Background: an optimization exercise with open tools, aiming at small area, a short achievable clock period and few clock cycles. Do not read the settings as production practice.
In this exercise RTL edits were held to simulation tests only and were not proved equivalent to the original.
Power and IR drop assume default switching activity.

## AL
==> flow/design.v (excerpt) <==
module synth_voice_allocator (
    input  wire logic        i_clk,
    input  wire logic        i_rst_n,
    input  wire logic        i_in_valid,
    output logic             o_in_stall,
    input  wire logic [16:0] i_in_data,
    output logic             o_out_valid,
    input  wire logic        i_out_stall,
    output logic      [16:0] o_out_data,
    input  wire logic        psel,
    input  wire logic        penable,
    input  wire logic        pwrite,
    input  wire logic [3:0]  paddr,
    input  wire logic [31:0] pwdata,
    output logic      [31:0] prdata,
    output logic             pready
);
Size in the first run: about 6800 cells after synthesis, ~3400 flip-flops, ~110 I/O pins.
==> flow/config.mk <==
export PLATFORM = sky130hd
export DESIGN_NAME = synth_voice_allocator
export DESIGN_NICKNAME = synth_voice_allocator
export VERILOG_FILES = /design/flow/design.v
export SDC_FILE = /design/flow/constraint.sdc
export NUM_CORES = 4
export LEC_CHECK = 0
export ABC_CLOCK_PERIOD_IN_PS = 3000
export CAP_MARGIN = 20
export CORE_MARGIN = 2
export CORE_UTILIZATION = 60
export CTS_CLUSTER_DIAMETER = 100
export CTS_CLUSTER_SIZE = 26
export SETUP_SLACK_MARGIN = 5
export SLEW_MARGIN = 20
==> flow/constraint.sdc <==
create_clock -name core_clock -period 9.0 [get_ports {i_clk}]
set_input_delay 1.8000 -clock core_clock [delete_from_list [all_inputs] [get_ports {i_clk}]]
set_output_delay 1.8000 -clock core_clock [all_outputs]
set_load 0.01 [all_outputs]
standard.sh (not shown) runs the stock make flow with config.mk's settings and CLKGATE_MAP_FILE= SYNTH_SCRIPT=/design/flow/synth_recipe.tcl, a recipe that flattens the netlist after the stock synthesis.
==> flow/flow/run.sh <==
#!/bin/bash
set -euo pipefail
bash standard.sh SETUP_SLACK_MARGIN=6 finish > flow_make.log 2>&1
AL finished end to end and its layout was clean on timing, DRC and antenna.
Testbench counts of AL, summed over its fixed seeds: cycles 3,128.
For MS, these inputs were changed with respect to AL:
- CTS_CLUSTER_DIAMETER changed from 100 to 50
- ABC_CLOCK_PERIOD_IN_PS removed (was 3000)
- CTS_CLUSTER_SIZE changed from 26 to 36
==> flow/run.sh (new file) <==
#!/bin/bash
# synth_recipe.tcl (not shown) runs the flow's synth.tcl, then flattens the netlist and writes it again
# the make line also repeats each setting of config.mk as NAME=value (left out here)
make -C /OpenROAD-flow-scripts/flow DESIGN_CONFIG=/design/flow/config.mk WORK_HOME=/design/flow/orfs CLKGATE_MAP_FILE= SYNTH_SCRIPT=/design/flow/synth_recipe.tcl finish
removed: flow/flow/run.sh
removed: flow/standard.sh
### Flow results
On MS: layout overhead on the synthesized area is 7.1 points lower than what AL gave.
Compared with AL, MS shows final-layout fill cell count that has gone up by a few percent.
[compare] base=AL new=MS: logic gate share of total power lost 4.2 points; final critical path time including I/O delays and setup picked up an extra 0.27 ns; total area of sequential cells neither gained nor lost much; clock group share of total power picked up an extra 6.6 points.
For AL, the last element of the critical path was u_stack.r_q[0][4]$_DFF_P_, unlike MS, where it was u_stack.r_q[0][9]$_DFF_P_.
In summary, MS completed successfully, with a layout that passed the timing, design-rule and antenna checks.


Another version of the RTL of synth_voice_allocator (not shown whole).
Size: ~3400 flip-flops, about 110 I/O pins.
clock: 9.0 ns
lec_check: 0
abc_clock_period_in_ps: 3000
cap_margin: 20
core_margin: 2
core_utilization: 60
cts_cluster_diameter: 100
cts_cluster_size: 26
setup_slack_margin: 5
slew_margin: 20
==> flow/flow/run.sh <==
#!/bin/bash
set -euo pipefail
bash standard.sh SETUP_SLACK_MARGIN=5.5 finish > flow_make.log 2>&1
The first run completed without violations.
Testbench counts at the start, summed over its fixed seeds: cycles 3,128.
Edit:
==> flow/run.sh (new file) <==
#!/bin/bash
# synth_recipe.tcl (not shown) runs the flow's synth.tcl, then flattens the netlist and writes it again
# the make line also repeats each setting of config.mk as NAME=value (left out here)
make -C /OpenROAD-flow-scripts/flow DESIGN_CONFIG=/design/flow/config.mk WORK_HOME=/design/flow/orfs CLKGATE_MAP_FILE= SYNTH_SCRIPT=/design/flow/synth_recipe.tcl finish
Settings changed: ABC_CLOCK_PERIOD_IN_PS 3000 to 2000.
removed: flow/flow/run.sh
removed: flow/standard.sh
Final cell count shrinks by 1.8%.
Hold slack is worse by 0.020 ns.
Global-route usage shrinks by 0.35 points.
Die area is unchanged.
Setup slack is worse by 0.18 ns.
Wire length shrinks by 2.4%.
Sequential power is about the same.
Design area shrinks by 2.9%.
Edit:
Settings changed: ABC_CLOCK_PERIOD_IN_PS 2000 to 3000.
Result:
- worst setup slack does not change
- cell area is unchanged
- fmax stays the same
- die area does not change
- global-route usage stays the same
- routed wire length does not change
- first-iteration DRC count does not change
- worst hold slack is unchanged
- clock power hardly moves
- total power does not change
- critical path depth is unchanged

==> afterwards: timing with drivers on the ports <==
The results above use ideal ports. As a check the final layouts listed here were re-extracted and re-timed, cells and wires unchanged. Step 1 assumes that a clkbuf_16 drives the clock port and a buf_2 every other input. Step 2 also shifts input and output timing later by t, the mid clock arrival at the registers, as if the neighbouring blocks saw the same clock. Slacks: ideal / step 1 / step 2; pairs: ideal / step 1.
| run | t, ns | slack for setup (ns) | worst setup path at the end | pins driven straight from the clock port |
|---|---|---|---|---|
| AL | 0.901 | 5.312 / 5.312 / 4.720 | input to register | 1 |
| MS | 0.908 | 5.047 / 5.047 / 4.540 | input to register | 1 |
| the first run of note 2 | 0.879 | 5.167 / 5.167 / 4.650 | input to register | 1 |
| the second run of note 2 | 0.895 | 4.983 / 4.983 / 4.467 | input to register | 1 |
| the third run of note 2 | 0.895 | 4.983 / 4.983 / 4.467 | input to register | 1 |
After both steps setup and hold are still met in every run listed. The setup slack of AL, which loses most, moves by 0.000 ns with the drivers and by -0.592 ns with both steps.
